From an optimization exercise on the open Yosys and OpenROAD flow, aimed at small area and a short achievable clock period; shortcuts taken in it are not production practice.
The RTL was checked by simulation tests, not by an equivalence proof against the original design.
No activity file was given, so power comes from the tool's default toggle rates.

## flow/design.v

```verilog
`timescale 1ns/10ps
module lc4_top (
   input  logic        clk,
   input  logic        rst,
   output logic [15:0] cur_pc,
   input  logic [15:0] insn0,
   input  logic [15:0] insn1,
   output logic [15:0] ret0_pc,
   output logic [15:0] ret0_insn,
   output logic        ret0_we,
   output logic [2:0]  ret0_wsel,
   output logic [15:0] ret0_data,
   output logic [1:0]  ret0_stall,
   output logic [15:0] ret1_pc,
   output logic [15:0] ret1_insn,
   output logic        ret1_we,
   output logic [2:0]  ret1_wsel,
   output logic [15:0] ret1_data,
   output logic [1:0]  ret1_stall
);
   function automatic logic writes(input logic [15:0] i);
      case (i[15:12])
         4'b0001: writes = i[5] | (i[5:3] == 3'b000) | (i[5:3] == 3'b010);
         4'b0101: writes = (i[5:3] == 3'b000) | (i[5:3] == 3'b010) | (i[5:3] == 3'b011);
         4'b1001: writes = 1'b1;
         default: writes = 1'b0;
      endcase
   endfunction
   function automatic logic [3:0] ctl_of(input logic [15:0] i);
      ctl_of[3] = !i[15] && !i[14] && !i[5] && i[4];
      ctl_of[2] = !i[14];
      ctl_of[1] = !i[14] || i[4] || i[3];
      ctl_of[0] = i[14] && !i[3];
   endfunction
   logic [15:0] pc_q;
   logic [15:0] slot_a, slot_b;
   logic        d_empty;
   logic [15:0] x_insn0, x_insn1;
   logic        x_empty, x_split;
   logic        xwe0, xwe1;
   logic [15:0] w_pc0, w_pc1, w_insn0, w_insn1, w_data0, w_data1;
   logic        w_we0, w_we1, w_empty, w_split;
   logic [15:0] regs [8];
   function automatic logic splits(input logic [15:0] a, input logic [15:0] b);
      logic rs_re, rt_re;
      rs_re  = writes(b) && (b[15:12] != 4'b1001);
      rt_re  = rs_re && !((b[15:12] == 4'b0001) && b[5]);
      splits = writes(a) && ((rs_re && (b[8:6] == a[11:9])) ||
                             (rt_re && (b[2:0] == a[11:9])));
   endfunction
   logic split;
   always_ff @(posedge clk) begin
      if (rst) split <= 1'b0;
      else if (split) split <= splits(slot_b, insn0);
      else split <= splits(insn0, insn1);
   end
   always_ff @(posedge clk) begin
      if (rst) begin
         pc_q    <= 16'h8200;
         d_empty <= 1'b1;
      end else begin
         pc_q    <= pc_q + (split ? 16'd1 : 16'd2);
         d_empty <= 1'b0;
      end
   end
   always_ff @(posedge clk) begin
      if (split) begin
         slot_a <= slot_b;
         slot_b <= insn0;
      end else begin
         slot_a <= insn0;
         slot_b <= insn1;
      end
   end
   function automatic logic [9:0] sel_of(input logic [2:0] s, input logic en);
      logic t1, t0;
      t1 = en && xwe1 && (x_insn1[11:9] == s);
      t0 = en && xwe0 && (x_insn0[11:9] == s) && !t1;
      sel_of[9] = t1;
      sel_of[8] = t0;
      for (int r = 0; r < 8; r++) sel_of[r] = en && !t1 && !t0 && (s == r[2:0]);
   endfunction
   logic [9:0] x_sa0, x_sb0, x_sa1, x_sb1;
   logic [3:0] x_ctl0, x_ctl1;
   always_ff @(posedge clk) begin
      if (rst) begin
         x_empty <= 1'b1;
         x_split <= 1'b0;
      end else begin
         x_empty <= d_empty;
         x_split <= split;
      end
   end
   always_ff @(posedge clk) begin
      x_insn0 <= slot_a;
      x_insn1 <= slot_b;
      x_sa0   <= sel_of(slot_a[8:6], !slot_a[15]);
      x_sb0   <= sel_of(slot_a[2:0], !slot_a[15] && !slot_a[5]);
      x_sa1   <= sel_of(slot_b[8:6], !slot_b[15]);
      x_sb1   <= sel_of(slot_b[2:0], !slot_b[15] && !slot_b[5]);
      x_ctl0  <= ctl_of(slot_a);
      x_ctl1  <= ctl_of(slot_b);
   end
   function automatic logic [15:0] rd(input logic [9:0] oh, input logic [127:0] flat,
                                      input logic [15:0] d0, input logic [15:0] d1);
      logic [15:0] v;
      v = (d1 & {16{oh[9]}}) | (d0 & {16{oh[8]}});
      for (int r = 0; r < 8; r++) v = v | (flat[r*16 +: 16] & {16{oh[r]}});
      rd = v;
   endfunction
   logic [127:0] regs_flat;
   always_comb begin
      for (int r = 0; r < 8; r++) regs_flat[r*16 +: 16] = regs[r];
   end
   function automatic logic [15:0] alu(input logic [15:0] i, input logic [3:0] c,
                                       input logic [15:0] a, input logic [15:0] rb);
      logic [15:0] imm, b, g, p, x;
      logic [16:0] gg, pp, gn, pn;
      imm  = i[15] ? {{7{i[8]}}, i[8:0]} : (i[5] ? {{11{i[4]}}, i[4:0]} : 16'd0);
      b    = (rb | imm) ^ {16{c[3]}};
      p    = a ^ b;
      x    = (p & {16{c[1]}}) | (a & (b & {16{c[0]}}));
      g    = a & (b & {16{c[2]}});
      gg   = {g, c[3]};
      pp   = {p, 1'b0};
      for (int d = 1; d < 17; d = d * 2) begin
         gn = gg;
         pn = pp;
         for (int k = d; k < 17; k++) begin
            gn[k] = gg[k] | (pp[k] & gg[k-d]);
            pn[k] = pp[k] & pp[k-d];
         end
         gg = gn;
         pp = pn;
      end
      alu = x ^ gg[15:0];
   endfunction
   logic [15:0] res0, res1;
   always_comb begin
      res0 = alu(x_insn0, x_ctl0, rd(x_sa0, regs_flat, w_data0, w_data1),
                 rd(x_sb0, regs_flat, w_data0, w_data1));
      res1 = alu(x_insn1, x_ctl1, rd(x_sa1, regs_flat, w_data0, w_data1),
                 rd(x_sb1, regs_flat, w_data0, w_data1));
      xwe0 = !x_empty && writes(x_insn0);
      xwe1 = !x_empty && !x_split && writes(x_insn1);
   end
   always_ff @(posedge clk) begin
      if (rst) begin
         w_empty <= 1'b1;
         w_split <= 1'b0;
         w_we0   <= 1'b0;
         w_we1   <= 1'b0;
      end else begin
         w_empty <= x_empty;
         w_split <= x_split;
         w_we0   <= xwe0;
         w_we1   <= xwe1;
      end
   end
   always_ff @(posedge clk) begin
      w_pc0   <= pc_q - (x_split ? 16'd3 : 16'd4);
      w_pc1   <= pc_q - (x_split ? 16'd2 : 16'd3);
      w_insn0 <= x_insn0;
      w_insn1 <= x_insn1;
      w_data0 <= res0;
      w_data1 <= res1;
   end
   logic [7:0] wr0, wr1, hold;
   always_comb begin
      for (int r = 0; r < 8; r++) begin
         wr1[r]  = !rst && w_we1 && (w_insn1[11:9] == r[2:0]);
         wr0[r]  = !rst && w_we0 && (w_insn0[11:9] == r[2:0]) && !wr1[r];
         hold[r] = !rst && !(w_we0 && (w_insn0[11:9] == r[2:0])) &&
                   !(w_we1 && (w_insn1[11:9] == r[2:0]));
      end
   end
   always_ff @(posedge clk) begin
      for (int r = 0; r < 8; r++) begin
         regs[r] <= (regs[r] & {16{hold[r]}}) | (w_data0 & {16{wr0[r]}}) | (w_data1 & {16{wr1[r]}});
      end
   end
   assign cur_pc     = pc_q;
   assign ret0_pc    = w_pc0;
   assign ret0_insn  = w_insn0;
   assign ret0_we    = w_we0;
   assign ret0_wsel  = w_insn0[11:9];
   assign ret0_data  = w_data0;
   assign ret0_stall = {w_empty, 1'b0};
   assign ret1_pc    = w_pc1;
   assign ret1_insn  = w_insn1;
   assign ret1_we    = w_we1;
   assign ret1_wsel  = w_insn1[11:9];
   assign ret1_data  = w_data1;
   assign ret1_stall = {w_empty, w_split};
endmodule
```

## flow/flow/run.sh

```bash
#!/bin/bash
# The standard layout (synthesis through routing, unchanged), except that the
# buffers ORFS puts on every input and output port are the smallest buffer cell
# instead of the delay buffer buffer_ports picks on its own; timing repair still
# sizes them up where a path needs it. Make's full output goes to standard.log,
# and ORFS keeps each step's own log under orfs/logs/.
set -euo pipefail
export BUFFER_PORTS_ARGS="-buffer_cell sky130_fd_sc_hd__buf_1"
bash standard.sh > standard.log 2>&1
```

## flow/standard.sh

```bash
#!/bin/bash
# synth_recipe.tcl (not shown) runs the flow's synth.tcl, then flattens the netlist and writes it again
# the make line also repeats each setting of config.mk as NAME=value (left out here)
make -C /OpenROAD-flow-scripts/flow DESIGN_CONFIG=/design/flow/config.mk WORK_HOME=/design/flow/orfs CLKGATE_MAP_FILE= SYNTH_SCRIPT=/design/flow/synth_recipe.tcl "${@:-finish}"
```

## flow/config.mk

```make
export PLATFORM = sky130hd
export DESIGN_NAME = lc4_top
export DESIGN_NICKNAME = lc4_top
export VERILOG_FILES = /design/flow/design.v
export SDC_FILE = /design/flow/constraint.sdc
export NUM_CORES = 4
export LEC_CHECK = 0
export CAP_MARGIN = 20
export CORE_MARGIN = 2
export CORE_UTILIZATION = 40
export SETUP_SLACK_MARGIN = 2.2
export SLEW_MARGIN = 20
```

## flow/constraint.sdc

```tcl
create_clock -name core_clock -period 5.0 [get_ports {clk}]
set_input_delay 1.0000 -clock core_clock [delete_from_list [all_inputs] [get_ports {clk}]]
set_output_delay 1.0000 -clock core_clock [all_outputs]
set_load 0.01 [all_outputs]
```

==> flow_metrics.tcl, run 1 <==
set metrics [dict create \
    vias_per_cell 6.69 \
    finalNetCount 2332 \
    drt-initial-drc-count 3634 \
    syn_avg_cell_area_um2 8.77 \
    grt_overflow 0 \
    fp.dieArea_um2 50000 \
    ys_types 89 \
    io_buffers 156 \
    diodes 0 \
    routed_wl_um 78400 \
    area.sequential_um2 7400 \
    min_path_type "reg2reg" \
    synth.area.top_cells "dfxtp_1, a22oi_1, a222oi_1, xnor2_1, inv_1" \
    dr.pass1.iters 14 \
    drcViolationCount 0 \
    top_usage_layer "met2" \
    die_x_um 224 \
    dieHeight_um 224 \
    holdBufCountCts 0 \
    synth-edff-count 0 \
    totalNegativeSetupSlack_ns 0 \
    ys_ff_latch 360 \
    avgRoutedWirePerCell_um 26.7 \
    synth_commonest_cells "dfxtp_1, a22oi_1, inv_1" \
    path_class "reg2reg" \
    cp-start-kind "register" \
    path_max_fanout 11 \
    drtAntennaViolNets 0 \
    post-synth-top-area-cell "dfxtp_1" \
    htree_levels 2 \
    status "timing/DRC/antenna clean" \
    finClkSkew_ns 0.0331 \
    fmax_mhz 350 \
    hpwlAfterDp_um 53900 \
    syn_inst 2201 \
    placementRows 80 \
    slew_viol_final 0 \
    gr-usage-met3_pct 6.30 \
    synthArstFlopShare_pct 0 \
    synth_top_area_share_pct 37.3 \
    crit_arrival_ns 3.32 \
    clock_path_buffers 3 \
    synth_area_um2 19300 \
    drive_gt1_share_pct 19.2 \
    placed_area_um2 20000 \
    clk_pin_slew_ns 0.06 \
    synthFlopType "dfxtp_1" \
    end_kind "register" \
    finalSetupViolCount 0 \
    synth.net_count 2244 \
    grt_pass1_vias 18386 \
    leakagePower_nw 8.98 \
    postLayoutCellArea_um2 22900 \
    clock_latency_ns 0.58 \
    vias 19619 \
    cts_num_sinks 360 \
    grt_pass1_wl_um 114000 \
    grt_use_total_pct 29.6 \
    grt_start_max_net_pins 54 \
    area_growth_syn_to_layout_pct 18.6 \
    io_pins 158 \
    slew_headroom_pct 20.6 \
    core_area_um2 47600 \
    p_per_area_nw_per_um2 311 \
    finalCriticalPeriod_ns 2.86 \
    grtUsageMet2_pct 46.7 \
    yosysSeqAreaShare_pct 37.3 \
    rsz0062_at_grt "true" \
    ir_drop_mv 0.280 \
    antenna_found_initial 0 \
    start_util_pct 40.5 \
    multi_input_area_um2 11300 \
    yosysMostFrequentCell "dfxtp_1" \
    worst_pin_slew_ns 1.19 \
    yosys_warnings 2 \
    finalCritPeriodShare_pct 57.2 \
    gp_congestion 0.947 \
    cts_buffers 41 \
    hold_violations 0 \
    cts_tree "built" \
    clock-root-buffer "clkbuf_16" \
    cap_violations 0 \
    worstPathRequired_ns 5.46 \
    fillers 4508 \
    met1_usage_pct 37.1 \
]
## cell families (layout without fill, tap and decap cells)
| group | Yosys count | after routing | share of synthesized area (%) |
|---|---|---|---|
| AO/OA/AOI/OAI | 696 | 696 | 28.7 |
| XOR/XNOR | 160 | 160 | 7.30 |
| adder cells (fa/ha/maj) | 22 | 22 | 1.35 |
| buffers and inverters | 374 | 491 | 8.26 |
| flip-flops | 360 | 360 | 37.3 |
| multiplexers | 36 | 36 | 2.09 |
| other | 1 | 1 | 0.0194 |
| AND/OR/NAND/NOR | 552 | 552 | 14.9 |
## flip-flops by register name (all words and copies together), names as in the netlist, 4 cells and up
name     cells
w_insn0     16
x_insn0     16
w_insn1     16
w_pc1       16
slot_b      16
w_pc0       16
x_sb1       10
w_data0     16
regs       128
x_sa1       10
x_sb0       10
pc_q        16
w_data1     16
x_ctl1       4
x_insn1     16
slot_a      16
x_sa0       10
x_ctl0       4
## path summary, 6_finish.rpt
check | endpoint | startpoint | slack, ns | cells past startpoint
setup reg to reg | w_data1[14] | w_data1[0] | 2.14 | 12
hold reg to reg | x_insn0[10] | slot_a[10] | 0.33 | 0
setup / recovery | w_data1[14] | w_data1[0] | 2.14 | 12
hold / removal | x_insn0[10] | slot_a[10] | 0.33 | 0
## cells in the final DEF (no fill, tap or decap), drive strengths merged, types with 23 or more instances in the layout
cell / count
dfxtp: 360
buf: 256
a22oi: 230
inv: 155
a222oi: 134
nor2: 124
nand2: 114
xnor2: 114
o21ai: 70
nor3: 66
clkbuf: 56
a22o: 55
nand3: 54
a221oi: 49
xor2: 46
a21oi: 36
mux2: 35
nand4: 34
and3: 28
a211oi: 26
nand2b: 24
or3: 23
## routing by layer
| layer | routed length (µm) | vias up |
|---|---|---|
| li1 | - | 8524 |
| met1 | 29500 | 9352 |
| met3 | 8390 | 363 |
| met5 | 0 | - |
| met2 | 35000 | 1380 |
| met4 | 5460 | 0 |
## stage by stage
step                power, W  hold WS [ns]  cells  worst slack (ns)  utilization (%)
finish               0.00713         0.327   2933              2.14             48.1
global route         0.00735         0.333   2933              2.07             48.1
CTS                  0.00710         0.328   2892              2.19             46.4
detailed placement   0.00388         0.313   2783              1.48             42.0
global placement     0.00387         0.311   2783              1.44             42.0
floorplan            0.00361         0.310   2201              2.27                -
## cell type report
cell class	instances	share of cell area (%)
inverter	160	2.67
sequential	360	32.3
multi-input combinational	1467	49.2
clock inverter	18	1.19
tap	615	3.36
timing repair buffer	258	6.11
clock buffer	54	5.09
timing repair inverter	1	0.0219
## what timing repair did
action,4_1_cts,5_1_grt
pin swaps,28,45
resized for setup,147,120
setup endpoints to repair,21,17
gates cloned,1,0
setup buffers,36,40
## report_power, final
part	total (W)	internal, W	switching (W)
Sequential	0.00324	0.00297	0.000266
Clock	0.00322	0.00195	0.00126
Combinational	0.000675	0.000268	0.000407
Total	0.00713	0.00520	0.00194
## worst max-delay path, cell delays in order, from the launching register on
cell and delay, ns:
dfxtp_2 0.37, buf_6 0.17, a22oi_1 0.18, nand4_1 0.20
or2_4 0.32, a22o_1 0.21, a222oi_1 0.22, buf_4 0.19
o221a_4 0.21, or3_4 0.16, a41o_1 0.21, o211ai_1 0.11
a311oi_1 0.21
==> inputs of run 2 (changes only) <==
--- a/flow/config.mk
+++ b/flow/config.mk
@@ -10,2 +10,4 @@
 export CORE_UTILIZATION = 40
+export CTS_CLUSTER_DIAMETER = 100
+export CTS_CLUSTER_SIZE = 25
 export SETUP_SLACK_MARGIN = 2.2
==> run 2 against run 1 <==
Still clean on timing, DRC and antenna. Fmax shrank 0.18%. Power fell by 19%. Worst setup slack worse by 0.0052 ns. Flip-flop and latch count unchanged. Largest cell class unchanged. Highest routed layer unchanged.
==> flow_metrics.tcl, run 2 <==
set metrics [dict create \
    startpoint "regs[0][0]" \
    dieHeight_um 224 \
    slew_headroom_pct 12.8 \
    synthMuxAreaShare_pct 2.09 \
    yosysSeqAreaShare_pct 37.3 \
    grt_pass1_wl_um 112000 \
    finalNetCount 2328 \
    layout_commonest_cell "dfxtp_1" \
    synth_area_um2 19300 \
    hold_violations 0 \
    grt_pass1_vias 18067 \
    synth.area.top_cells "dfxtp_1, a22oi_1, a222oi_1, xnor2_1, inv_1" \
    totalNegativeSetupSlack_ns 0 \
    clock_latency_ns 0.57 \
    clk_pin_slew_ns 0.10 \
    vias 19663 \
    gp_congestion 0.947 \
    r2r_cells 11 \
    syn_inst 2201 \
    antenna_found_initial 0 \
    post-synth-top-area-cell "dfxtp_1" \
    start_util_pct 40.5 \
    synth_commonest_cells "dfxtp_1, a22oi_1, inv_1" \
    final_cell_mix "dfxtp_1, a22oi_1, inv_1, buf_1, a222oi_1" \
    ys_types 89 \
    synth-simple-area-share_pct 14.9 \
    r2r_slack_ns 2.13 \
    grt_start_max_net_pins 54 \
    cts_tree "built" \
    slew_viol_final 0 \
    synth_fa_ha_area_share_pct 1.35 \
    holdBufCountCts 0 \
    reg2reg_to "w_data1[14]" \
    synthArstFlopShare_pct 0 \
    path_max_fanout 5 \
    hold_path_depth 0 \
    fp.dieArea_um2 50000 \
    dr.pass1.iters 14 \
    die_x_um 224 \
    io_pins 158 \
    largest_register_ffs 128 \
    critPathCapture "w_data1[14]" \
    synth-edff-count 0 \
    path_class "reg2reg" \
    area_growth_syn_to_layout_pct 15.6 \
    drtAntennaViolNets 0 \
    drt-initial-drc-count 3464 \
    cap_violations 0 \
    p_total_w 0.00578 \
    area.sequential_um2 7430 \
    finalCriticalPeriod_ns 2.87 \
    ir_drop_mv 0.246 \
    worstPathRequired_ns 5.46 \
    status "timing/DRC/antenna clean" \
    worst_pin_slew_ns 1.31 \
    grt_overflow 0 \
    synth_top_area_share_pct 37.3 \
    synthFlopType "dfxtp_1" \
    cts_num_sinks 360 \
    rsz0062_at_grt "true" \
    worst_slack_ns 2.13 \
    drcViolationCount 0 \
    yosysMostFrequentCell "dfxtp_1" \
    instances_no_fill 2905 \
    finalCritPeriodShare_pct 57.3 \
    placementRows 80 \
    postLayoutCellArea_um2 22300 \
    fillers 4564 \
    cp-start-kind "register" \
    synth.net_count 2244 \
    fmax_mhz 349 \
    clock_path_buffers 3 \
    clock-root-buffer "clkbuf_16" \
    end_kind "register" \
    place_ws_ns 1.48 \
    crit_arrival_ns 3.33 \
    hpwlAfterDp_um 53900 \
    multi_input_area_um2 11300 \
    routed_wl_um 78500 \
    cts_buffers 20 \
    core_area_um2 47600 \
    io_buffers 156 \
    placed_area_um2 20000 \
    ys_ff_latch 360 \
    regMostFlops "regs" \
    finalSetupViolCount 0 \
    min_path_type "reg2reg" \
    avgRoutedWirePerCell_um 27.0 \
    yosys_warnings 2 \
    synth_compound_area_share_pct 28.7 \
    vias_per_cell 6.77 \
    diodes 0 \
    placedCellCount 2783 \
    synth_top_family_by_area "compound AO/OA/AOI/OAI gates" \
    grt_use_total_pct 29.1 \
    syn_avg_cell_area_um2 8.77 \
    synth_xor_area_share_pct 7.30 \
    timing.rr.start "regs[0][0]" \
    p_per_area_nw_per_um2 259 \
    drive_gt1_share_pct 18.9 \
    leakagePower_nw 8.74 \
    htree_levels 1 \
    finClkSkew_ns 0.0291 \
]
[run 2: kinds of logic (layout without fill, tap and decap cells)]
logic type / count (synthesis) / in the layout
buf+inv: 374 / 463
compound gates: 696 / 696
fa+ha+maj: 22 / 22
flops: 360 / 360
xor+xnor: 160 / 160
mux: 36 / 36
other cells: 1 / 1
simple gates: 552 / 552
[run 2: metrics by stage]
step	hold slack, ns	utilization (%)
4_1_cts	0.334	44.8
3_5_place_dp	0.313	42.0
6_report	0.334	46.8
3_3_place_gp	0.311	42.0
5_1_grt	0.350	46.8
2_1_floorplan	0.310	-
[run 2: how the worst min path moves through the flow]
stage                from           to
2_1_floorplan  slot_a[10]  x_insn0[10]
3_3_place_gp   slot_a[13]  x_insn0[13]
3_5_place_dp   slot_a[13]  x_insn0[13]
4_1_cts        slot_a[13]  x_insn0[13]
5_1_grt        slot_a[10]  x_insn0[10]
6_report       slot_a[10]  x_insn0[10]
[run 2: cell type report]
cell class	instances	area share, %
Sequential cell	360	33.3
Inverter	160	2.74
Timing Repair Buffer	275	7.14
Timing Repair inverter	1	0.0224
Clock inverter	7	0.510
Tap cell	615	3.45
Clock buffer	20	2.24
Multi-Input combinational cell	1467	50.6
[run 2: power breakdown]
group / switching (W) / total (W) / internal, W / leakage (nW)
combinational: 0.000415 / 0.000690 / 0.000275 / 5.44
clock: 0.00106 / 0.00187 / 0.000814 / 0.298
sequential: 0.000259 / 0.00322 / 0.00296 / 3.00
[run 2: routing by layer]
layer  up-vias  global-route usage, %  part of all wire [%]
met5         -                      0                     0
met4         0                   16.8                   7.4
met3       376                   4.72                    11
met2      1449                   46.3                    44
met1      9348                   37.3                    37
li1       8490                      -                     -
[run 2: critical path: stages, from the launching register on]
cell	delay, ns
dfxtp_1	0.43
a22o_1	0.25
a221oi_2	0.21
nand4_1	0.24
a22o_1	0.24
a222oi_1	0.30
buf_4	0.18
o221a_4	0.21
or3_4	0.16
a41o_1	0.22
o211ai_1	0.11
a311oi_1	0.21
[run 2: what timing repair did]
item	CTS	global route
setup buffers	37	56
endpoints found under the setup margin	21	18
resized for setup	165	128
gates cloned	1	0
pin swaps	28	52
==> inputs of run 3 (changes only) <==
--- a/flow/design.v
+++ b/flow/design.v
@@ -83,3 +83,2 @@
    logic [9:0] x_sa0, x_sb0, x_sa1, x_sb1;
-   logic [3:0] x_ctl0, x_ctl1;
    always_ff @(posedge clk) begin
@@ -100,4 +99,2 @@
       x_sb1   <= sel_of(slot_b[2:0], !slot_b[15] && !slot_b[5]);
-      x_ctl0  <= ctl_of(slot_a);
-      x_ctl1  <= ctl_of(slot_b);
    end
@@ -139,5 +136,5 @@
    always_comb begin
-      res0 = alu(x_insn0, x_ctl0, rd(x_sa0, regs_flat, w_data0, w_data1),
+      res0 = alu(x_insn0, ctl_of(x_insn0), rd(x_sa0, regs_flat, w_data0, w_data1),
                  rd(x_sb0, regs_flat, w_data0, w_data1));
-      res1 = alu(x_insn1, x_ctl1, rd(x_sa1, regs_flat, w_data0, w_data1),
+      res1 = alu(x_insn1, ctl_of(x_insn1), rd(x_sa1, regs_flat, w_data0, w_data1),
                  rd(x_sb1, regs_flat, w_data0, w_data1));
==> run 3 against run 2 <==
Still clean. Power is 2.2% lower. Critical path type unchanged. Clock power is 2% lower. Sequential power is 2% lower. Highest routed layer unchanged. Via count is 1.3% lower. Synthesized area is 2.5% lower. Die area is 2.5% lower. Critical path depth is 1 higher. Non-clock buffer count is 11 lower.
==> flow_metrics.tcl, run 3 <==
set metrics [dict create \
    slew_headroom_pct 18.6 \
    pwr-share-clk_pct 32.3 \
    routed_wl_um 80000 \
    vias_per_cell 6.81 \
    finalCriticalPeriod_ns 2.89 \
    top_layer_used "met4" \
    layout_commonest_cell "dfxtp_1" \
    grt_pass1_vias 18613 \
    final_cell_mix "dfxtp_1, a22oi_1, inv_1" \
    drive_gt1_share_pct 18.0 \
    p_per_area_nw_per_um2 259 \
    post-synth-top-area-cell "dfxtp_1" \
    dieHeight_um 221 \
    path_class "reg2reg" \
    worst_pin_slew_ns 1.22 \
    critical-path-top-delay-family "compound AO/OA/AOI/OAI gates" \
    hp-start "slot_a[12]" \
    p_sw_w 0.00173 \
    synth_commonest_cells "dfxtp_1, a22oi_1, inv_1" \
    finalCritPeriodShare_pct 57.7 \
    worst_slack_ns 2.11 \
    critical_path.cell_chain "buf_4 > a22o_1 > a221oi_2 > nand4_2 > buf_4 > a21oi_1 > nor2_1 > a311oi_2 > o221a_2 > nor2_1 > o32ai_1 > a221oi_1" \
    clock_latency_ns 0.57 \
    p_total_w 0.00566 \
    crit_buf_inv 2 \
    start_util_pct 40.5 \
    r2r_cells 12 \
    wl_met3_um 9570 \
    final_util_pct 47.0 \
    hold_path_depth 0 \
    status "timing/DRC/antenna clean" \
    totalNegativeSetupSlack_ns 0 \
    area_growth_syn_to_layout_pct 16.0 \
    core_area_um2 46500 \
    synthFlopType "dfxtp_1" \
    io_buffers 156 \
    clk_pin_slew_ns 0.10 \
    slew_viol_final 0 \
    hpwlAfterDp_um 54100 \
    p_int_w 0.00393 \
    placementRows 79 \
    fmax_mhz 347 \
    synthArstFlopShare_pct 0 \
    cts_buffers 20 \
    min_path_type "reg2reg" \
    regMostFlops "regs" \
    clock_path_buffers 3 \
    place_ws_ns 1.58 \
    slowest_stage "a311oi_2" \
    worstPathRequired_ns 5.41 \
    die_x_um 221 \
    synth_area_um2 18800 \
    largest_register_ffs 128 \
    grt_overflow 0 \
    avgRoutedWirePerCell_um 28.1 \
    end_kind "register" \
    instances_no_fill 2850 \
    clock-root-buffer "clkbuf_16" \
    r2r_slack_ns 2.11 \
    synth.net_count 2204 \
    synth_top_area_share_pct 37.4 \
    syn_inst 2161 \
    path_max_fanout 13 \
    routed-wl-met2_um 36100 \
    crit_arrival_ns 3.29 \
    grt_start_max_net_pins 43 \
    ys_types 86 \
    io_pins 158 \
    syn_avg_cell_area_um2 8.71 \
    min_to "x_insn0[12]" \
    drtAntennaViolNets 0 \
    finClkSkew_ns 0.0184 \
    rsz0062_at_grt "true" \
    leakagePower_nw 8.56 \
    dr.pass1.iters 17 \
    placedCellCount 2746 \
    cts_num_sinks 352 \
    vias 19417 \
    grt_use_total_pct 30.8 \
    ir_drop_mv 0.262 \
    antenna_found_initial 1 \
    reg2reg_to "w_data0[5]" \
    gp_congestion 1.02 \
    hold_violations 0 \
    synth.area.top_cells "dfxtp_1, a22oi_1, a222oi_1, xnor2_1, inv_1" \
    swShare_pct 30.6 \
    yosysSeqAreaShare_pct 37.4 \
    cp-start-kind "register" \
    yosysMostFrequentCell "dfxtp_1" \
    drt-initial-drc-count 3400 \
    grt_pass1_wl_um 117000 \
    timing.rr.start "w_data0[3]" \
    cap_violations 0 \
    synth-edff-count 0 \
    htree_levels 1 \
    finalSetupViolCount 0 \
    holdBufCountCts 0 \
    cts_tree "built" \
    drcViolationCount 0 \
    wl_met1_um 29200 \
    cpPeakStageDelay_ns 0.36 \
    yosys_warnings 2 \
    diodes 0 \
    pwr-share-seq_pct 55.7 \
    pwr-share-comb_pct 12.0 \
    ys_ff_latch 352 \
    finalNetCount 2280 \
    fp.dieArea_um2 48800 \
]
-- run 3: cell families after synthesis --
| group | count (synthesis) | share of synthesized area, % |
|---|---|---|
| simple gates | 553 | 15.2 |
| mux | 38 | 2.24 |
| compound gates | 684 | 28.8 |
| flops | 352 | 37.4 |
| buf+inv | 372 | 8.46 |
| xor+xnor | 146 | 6.91 |
| fa+ha+maj | 15 | 1.01 |
| other cells | 1 | 0.0199 |
-- run 3: layout make-up --
cell class	instances	area (µm²)
fill	4503	24600
multi-input combinational	1438	11100
sequential	352	7230
timing repair buffer	264	1580
tap	607	759
inverter	161	604
clock buffer	20	500
clock inverter	8	104
-- run 3: power by group through the flow --
stage	Clock, W	Combinational, W	Sequential, W
after floorplan	0	0.000450	0.00307
after global routing	0.00195	0.000732	0.00315
final	0.00183	0.000680	0.00315
after detailed placement	0	0.000587	0.00322
after CTS	0.00185	0.000611	0.00315
after global placement	0	0.000577	0.00322
-- run 3: metal layers --
metal  GRT usage (%)  vias up
li1                -     8303
met1            38.2     9291
met2            49.1     1449
met3            7.28      374
met4            17.0        0
met5               0        -
-- run 3: through the flow --
stage | instance area, µm² | hold slack (ns)
4_1_cts | 20800 | 0.331
5_1_grt | 21800 | 0.337
3_3_place_gp | 19500 | 0.312
2_1_floorplan | 18800 | 0.310
3_5_place_dp | 19700 | 0.313
6_report | 21800 | 0.335
-- run 3: worst max-delay path by stage --
stage | slack, ns | to | cells past startpoint | startpoint
2_1_floorplan | 2.36 | w_data1[15] | 11 | w_data0[7]
4_1_cts | 2.17 | w_data1[14] | 9 | x_insn1[15]
3_3_place_gp | 1.61 | regs[3][12] | 5 | rst
5_1_grt | 2.02 | w_data0[14] | 12 | x_insn0[14]
3_5_place_dp | 1.58 | w_data1[14] | 9 | x_insn1[14]
6_report | 2.11 | w_data0[5] | 12 | w_data0[3]
-- run 3: timing repair --
item	4_1_cts	5_1_grt
gates cloned	0	1
buffers inserted	24	51
endpoints found under the setup margin	42	26
resized for setup	138	133
pin swaps	24	52
-- run 3: worst reg2reg max path: stages, from the launching register on --
cell and delay, ns:
dfxtp_1 0.31, buf_4 0.20, a22o_1 0.24, a221oi_2 0.27
nand4_2 0.20, buf_4 0.20, a21oi_1 0.12, nor2_1 0.06
a311oi_2 0.36, o221a_2 0.33, nor2_1 0.09, o32ai_1 0.24
a221oi_1 0.12
==> inputs of run 4 (changes only) <==
--- a/flow/config.mk
+++ b/flow/config.mk
@@ -12,3 +12,3 @@
 export CTS_CLUSTER_SIZE = 25
-export SETUP_SLACK_MARGIN = 2.2
+export SETUP_SLACK_MARGIN = 2.3
 export SLEW_MARGIN = 20
==> run 4 against run 3 <==
Hold slack barely moved. Largest power group unchanged. Global-route usage rose by 0.22 points. Register-to-register slack improved by 0.095 ns. Worst setup slack improved by 0.095 ns. Highest routed layer is now met5. Sequential share of layout area fell by 0.76 points. Largest cell class unchanged. Via count rose by 2.3%. Utilization rose by 1.3 points. Fmax rose by 3.4%.
==> flow_metrics.tcl, run 4 <==
set metrics [dict create \
    p_per_area_nw_per_um2 254 \
    syn_avg_cell_area_um2 8.71 \
    layout_commonest_cell "dfxtp_1" \
    fillers 4464 \
    cts_num_sinks 352 \
    hold_violations 0 \
    ir_drop_mv 0.266 \
    r2r_cells 10 \
    drcViolationCount 0 \
    synth_commonest_cells "dfxtp_1, a22oi_1, inv_1" \
    r2r_slack_ns 2.21 \
    grt_overflow 0 \
    critical-path-top-delay-family "compound AO/OA/AOI/OAI gates" \
    post-synth-top-area-cell "dfxtp_1" \
    slowest_stage "dfxtp_2" \
    synth_top_area_share_pct 37.4 \
    synth-edff-count 0 \
    hold_path_depth 0 \
    io_buffers 156 \
    clock_latency_ns 0.57 \
    synth.area.top_cells "dfxtp_1, a22oi_1, a222oi_1, xnor2_1, inv_1" \
    path_max_fanout 11 \
    finalSetupViolCount 0 \
    routed_wl_um 80800 \
    finalNetCount 2340 \
    wl_met3_um 9440 \
    reg2reg_to "w_data0[5]" \
    leakagePower_nw 8.91 \
    end_kind "register" \
    synth_area_um2 18800 \
    worstPathRequired_ns 5.41 \
    instances_no_fill 2910 \
    fmax_mhz 358 \
    grt_use_total_pct 31.0 \
    crit_arrival_ns 3.20 \
    cp_common_cell "o21ai_1" \
    avgRoutedWirePerCell_um 27.8 \
    drt-initial-drc-count 3367 \
    crit_buf_inv 1 \
    largest_register_ffs 128 \
    dr.pass1.iters 14 \
    vias_per_cell 6.83 \
    drtAntennaViolNets 0 \
    slew_viol_final 0 \
    clock-root-buffer "clkbuf_16" \
    dieHeight_um 221 \
    grt_pass1_wl_um 118000 \
    start_util_pct 40.5 \
    synth.net_count 2204 \
    ys_types 86 \
    vias 19864 \
    finalCritPeriodShare_pct 55.8 \
    cts_tree "built" \
    antenna_found_initial 3 \
    min_to "x_insn0[12]" \
    fp.dieArea_um2 48800 \
    timing.rr.start "x_insn0[5]" \
    finalCriticalPeriod_ns 2.79 \
    core_area_um2 46500 \
    diodes 0 \
    placementRows 79 \
    gp_congestion 1.02 \
    rsz0062_at_grt "true" \
    drive_gt1_share_pct 20.8 \
    worst_pin_slew_ns 1.27 \
    synthArstFlopShare_pct 0 \
    yosys_warnings 2 \
    startpoint "x_insn0[5]" \
    cap_violations 0 \
    critical_path.cell_chain "o21ai_1 > nand4_1 > buf_4 > o21ai_1 > nor4_2 > o32ai_2 > o221a_2 > nor2_2 > o32ai_1 > a221oi_1" \
    area_growth_syn_to_layout_pct 19.1 \
    hpwlAfterDp_um 54100 \
    final_cell_mix "dfxtp_1, a22oi_1, inv_1" \
    path_class "reg2reg" \
    grt_pass1_vias 18863 \
    totalNegativeSetupSlack_ns 0 \
    min_path_type "reg2reg" \
    clock_path_buffers 3 \
    clk_pin_slew_ns 0.10 \
    synthFlopType "dfxtp_1" \
    ys_ff_latch 352 \
    status "timing/DRC/antenna clean" \
    cp-start-kind "register" \
    cpPeakStageDelay_ns 0.43 \
    yosysMostFrequentCell "dfxtp_1" \
    syn_inst 2161 \
    finClkSkew_ns 0.0180 \
    io_pins 158 \
    placedCellCount 2746 \
    holdBufCountCts 0 \
    die_x_um 221 \
    htree_levels 1 \
    top_layer_used "met5" \
    wl_met1_um 29600 \
    hp-start "slot_a[12]" \
    slew_headroom_pct 15.1 \
    routed-wl-met2_um 36500 \
    cts_buffers 20 \
    grt_start_max_net_pins 43 \
    regMostFlops "regs" \
    yosysSeqAreaShare_pct 37.4 \
]
## run 4: cell counts after synthesis
No cell type changed its count.
## run 4: cell families after synthesis
family / share of synthesized area, %
AOI/OAI and AO/OA: 28.8
and+or+nand+nor: 15.2
buffers and inverters: 8.46
DFF: 37.4
xor gates and xnor gates: 6.91
muxes: 2.24
adders and majority gates: 1.01
other: 0.0199
## run 4: how the worst max path moves through the flow
stage,to,slack (ns),cells past startpoint
after floorplan,w_data1[15],2.36,11
after global placement,regs[3][12],1.61,5
final,w_data0[5],2.21,10
after CTS,w_data1[14],2.24,10
after global routing,w_data0[14],2.09,12
after detailed placement,w_data1[14],1.58,9
## run 4: worst reg2reg max path: cells and delay by family (launching register included)
kind / cells / cell delay [ns]
AOI/OAI and AO/OA: 6 / 1.59
DFF: 1 / 0.43
buffers and inverters: 1 / 0.22
and+or+nand+nor: 3 / 0.40
## run 4: repair_timing
item / CTS / global route
setup buffers: 57 / 77
pin swaps: 57 / 59
endpoints found under the setup margin: 50 / 39
gates resized for setup: 220 / 85
cloned: 0 / 2
## run 4: cell type report
type	count	area, µm²	share of cell area [%]
flip-flops and latches	352	7260	32.4
repair buffers	325	2090	9.33
clock inverters	8	104	0.463
well taps	607	759	3.39
inverters	161	604	2.69
multi-input cells	1437	11100	49.5
clock buffers	20	500	2.23
## run 4: per-stage QoR
stage          total power [W]  setup WS [ns]  hold slack [ns]  utilization [%]  instance area (µm²)
2_1_floorplan          0.00352           2.36            0.310                -                18800
3_3_place_gp           0.00379           1.61            0.312             42.0                19500
6_report               0.00569           2.21            0.335             48.3                22400
5_1_grt                0.00587           2.09            0.337             48.3                22400
4_1_cts                0.00563           2.24            0.331             46.0                21400
3_5_place_dp           0.00380           1.58            0.313             42.3                19700
## run 4: per-layer routing
layer	track usage, %	vias to the layer above
met4	17.1	2
met3	6.83	401
li1	-	8422
met1	38.5	9490
met5	0	-
met2	49.9	1549
## run 4: report_power, final
group | total [W] | switching [W] | internal [W]
Clock | 0.00183 | 0.00106 | 0.000769
Sequential | 0.00315 | 0.000247 | 0.00290
Combinational | 0.000714 | 0.000431 | 0.000283
==> inputs of run 5 (changes only) <==
--- a/flow/config.mk
+++ b/flow/config.mk
@@ -7,3 +7,3 @@
 export LEC_CHECK = 0
-export CAP_MARGIN = 20
+export CAP_MARGIN = 10
 export CORE_MARGIN = 2
@@ -12,3 +12,4 @@
 export CTS_CLUSTER_SIZE = 25
-export SETUP_SLACK_MARGIN = 2.3
-export SLEW_MARGIN = 20
+export GPL_ROUTABILITY_DRIVEN = 0
+export SETUP_SLACK_MARGIN = 2.2
+export SLEW_MARGIN = 10
==> run 5 against run 4 <==
Sequential share of layout area up 0.89 points. Clock power down 2%. Largest power group unchanged. Power down 1.1%. Register-to-register slack worse by 0.02 ns. Critical endpoint is now w_data0[12].
==> flow_metrics.tcl, run 5 <==
set metrics [dict create \
    ir_drop_mv 0.245 \
    crit_buf_inv 2 \
    fp.dieArea_um2 48800 \
    clock_path_buffers 3 \
    dr.pass1.iters 15 \
    yosysMostFrequentCell "dfxtp_1" \
    finalSetupViolCount 0 \
    grt_pass1_wl_um 114000 \
    crit_arrival_ns 3.28 \
    finClkSkew_ns 0.0401 \
    drt-initial-drc-count 3799 \
    die_x_um 221 \
    clock-root-buffer "clkbuf_16" \
    largest_register_ffs 128 \
    routed_wl_um 78900 \
    finalCriticalPeriod_ns 2.81 \
    hold_violations 0 \
    finalCritPeriodShare_pct 56.3 \
    synthArstFlopShare_pct 0 \
    hp-start "slot_a[4]" \
    synth_top_area_share_pct 37.4 \
    min_path_type "reg2reg" \
    regMostFlops "regs" \
    pwr-share-seq_pct 56.4 \
    grt_overflow 0 \
    worst_pin_slew_ns 1.36 \
    area_growth_syn_to_layout_pct 16.0 \
    reg2reg_to "w_data0[12]" \
    grt_start_max_net_pins 43 \
    p_sw_w 0.00171 \
    fillers 4438 \
    htree_levels 1 \
    slew_viol_final 0 \
    yosysSeqAreaShare_pct 37.4 \
    fmax_mhz 356 \
    cap_violations 0 \
    syn_avg_cell_area_um2 8.71 \
    grt_use_total_pct 30.0 \
    min_to "x_insn0[4]" \
    p_per_area_nw_per_um2 258 \
    antenna_found_initial 1 \
    start_util_pct 40.5 \
    hold_path_depth 0 \
    placementRows 79 \
    swShare_pct 30.3 \
    vias 19682 \
    totalNegativeSetupSlack_ns 0 \
    finalNetCount 2296 \
    final_util_pct 47.0 \
    p_int_w 0.00393 \
    r2r_cells 12 \
    synth.net_count 2204 \
    timing.rr.start "w_data0[0]" \
    status "timing/DRC/antenna clean" \
    drive_gt1_share_pct 18.7 \
    pwr-share-clk_pct 31.7 \
    synth_area_um2 18800 \
    rsz0062_at_grt "true" \
    critical-path-top-delay-family "compound AO/OA/AOI/OAI gates" \
    synth_commonest_cells "dfxtp_1, a22oi_1, inv_1" \
    vias_per_cell 6.87 \
    area.sequential_um2 7260 \
    clock_latency_ns 0.59 \
    pwr-share-comb_pct 11.8 \
    ys_ff_latch 352 \
    synth-edff-count 0 \
    synth.area.top_cells "dfxtp_1, a22oi_1, a222oi_1, xnor2_1, inv_1" \
    end_kind "register" \
    cts_num_sinks 352 \
    cts_tree "built" \
    cp-start-kind "register" \
    drtAntennaViolNets 0 \
    diodes 0 \
    hpwlAfterDp_um 51800 \
    critical_path.cell_chain "a22oi_1 > nand4_1 > nor2_4 > o22ai_2 > a222oi_1 > buf_4 > a21boi_2 > a222oi_1 > buf_4 > o211ai_4 > a21oi_1 > xor2_1" \
    cts_buffers 19 \
    io_buffers 156 \
    grt_pass1_vias 18216 \
    post-synth-top-area-cell "dfxtp_1" \
    slew_headroom_pct 9.03 \
    leakagePower_nw 8.59 \
    layout_commonest_cell "dfxtp_1" \
    avgRoutedWirePerCell_um 27.5 \
    worstPathRequired_ns 5.46 \
    io_pins 158 \
    core_area_um2 46500 \
    drcViolationCount 0 \
    syn_inst 2161 \
    synthFlopType "dfxtp_1" \
    ys_types 86 \
    final_cell_mix "dfxtp_1, a22oi_1, inv_1" \
    path_class "reg2reg" \
    clk_pin_slew_ns 0.11 \
    dieHeight_um 221 \
    multi_input_area_um2 11000 \
    r2r_slack_ns 2.19 \
    cpPeakStageDelay_ns 0.43 \
    path_max_fanout 13 \
    yosys_warnings 2 \
    slowest_stage "dfxtp_4" \
]
[run 5: changes by cell type in the layout (fill, tap and decap cells not counted), sizes merged]
cell	previous run	this run
clkinvlp	0	1
dlymetal6s2s	0	1
buf	322	280
clkinv	3	0
[run 5: logic make-up (layout without fill, tap and decap cells)]
kind of cell             count (synthesis)  after routing  synth area share (%)
buffers and inverters                  372            471                  8.46
other                                    1              1                0.0199
multiplexers                            38             38                  2.24
AO/OA/AOI/OAI                          684            684                  28.8
flip-flops                             352            352                  37.4
adder cells (fa/ha/maj)                 15             15                  1.01
AND/OR/NAND/NOR                        553            553                  15.2
XOR/XNOR                               146            146                  6.91
[run 5: cell type report]
type / count / area share (%)
sequential: 352 / 33.2
timing repair buffer: 282 / 7.48
clock inverter: 6 / 0.269
inverter: 161 / 2.77
tap: 607 / 3.48
multi-input combinational: 1437 / 50.4
clock buffer: 22 / 2.37
[run 5: what timing repair did]
action	in CTS	in global routing
setup buffers	23	83
gates cloned	0	0
setup endpoints to repair	33	34
pin swaps	13	61
resized for setup	130	147
hold buffers	0	0
[run 5: metrics by stage]
| stage | setup slack [ns] | hold WS, ns | total power [W] | instances | cell area, µm² |
|---|---|---|---|---|---|
| floorplan | 2.36 | 0.310 | 0.00352 | 2161 | 18800 |
| global placement | 1.66 | 0.312 | 0.00379 | 2730 | 19500 |
| detailed placement | 1.61 | 0.312 | 0.00380 | 2730 | 19500 |
| CTS | 2.16 | 0.332 | 0.00556 | 2781 | 20600 |
| global route | 2.04 | 0.337 | 0.00580 | 2867 | 21800 |
| finish | 2.19 | 0.331 | 0.00563 | 2867 | 21800 |
[run 5: how the worst max path moves through the flow]
| stage | startpoint | to | slack, ns | cells after the start |
|---|---|---|---|---|
| after floorplan | w_data0[7] | w_data1[15] | 2.36 | 11 |
| after global placement | rst | regs[7][15] | 1.66 | 5 |
| after detailed placement | rst | regs[5][13] | 1.61 | 5 |
| after CTS | x_insn0[4] | w_data0[14] | 2.16 | 12 |
| after global routing | regs[3][1] | w_data0[12] | 2.04 | 12 |
| final | w_data0[0] | w_data0[12] | 2.19 | 12 |
[run 5: layer usage]
layer | part of all wire [%] | global-route usage (%)
met2 | 43 | 46.7
met1 | 36 | 37.1
met4 | 7.3 | 15.8
met3 | 13 | 9.39
met5 | 0.056 | 0
[run 5: power groups by stage]
stage,Clock (W),Combinational (W),Sequential [W]
finish,0.00179,0.000666,0.00318
global route,0.00190,0.000716,0.00318
CTS,0.00180,0.000578,0.00318
detailed placement,0,0.000554,0.00324
global placement,0,0.000545,0.00324
floorplan,0,0.000450,0.00307

## port drivers added, routing unchanged
The flow's constraints put no driver on any port. The routed layouts listed below were extracted and timed again, unchanged, in two steps. Step 1 sets driving cells, clkbuf_16 on the clock port and buf_2 on the other inputs (assumed; they add their load-dependent delay and slew). Step 2 moves the port delays by t, midway between the first and last clock arrival at a register: inputs arrive t later, outputs are due t later. That takes back most of the time a late clock gives input paths. a / b / c = no drivers / after step 1 / after step 2; a / b = the first two.
| run | t, ns | slack for setup (ns) | hold WS [ns] | latest minus earliest clock arrival (ns) | cell pins on the clock port's net |
|---|---|---|---|---|---|
| run 1 | 0.622 | 2.139 / 2.139 / 1.896 | 0.327 / 0.327 / 0.327 | 0.040 / 0.040 | 1 |
| run 2 | 0.618 | 2.134 / 2.134 / 1.790 | 0.334 / 0.334 / 0.334 | 0.030 / 0.030 | 1 |
| run 3 | 0.621 | 2.114 / 2.114 / 1.983 | 0.335 / 0.335 / 0.335 | 0.021 / 0.021 | 1 |
| run 4 | 0.619 | 2.210 / 2.210 / 1.946 | 0.335 / 0.335 / 0.335 | 0.022 / 0.022 | 1 |
| run 5 | 0.629 | 2.187 / 2.187 / 1.718 | 0.331 / 0.331 / 0.331 | 0.042 / 0.042 | 1 |
After both steps every run listed still meets setup and hold. For run 5, which loses most, drivers alone change the setup slack by 0.000 ns; drivers and shift together by -0.469 ns.
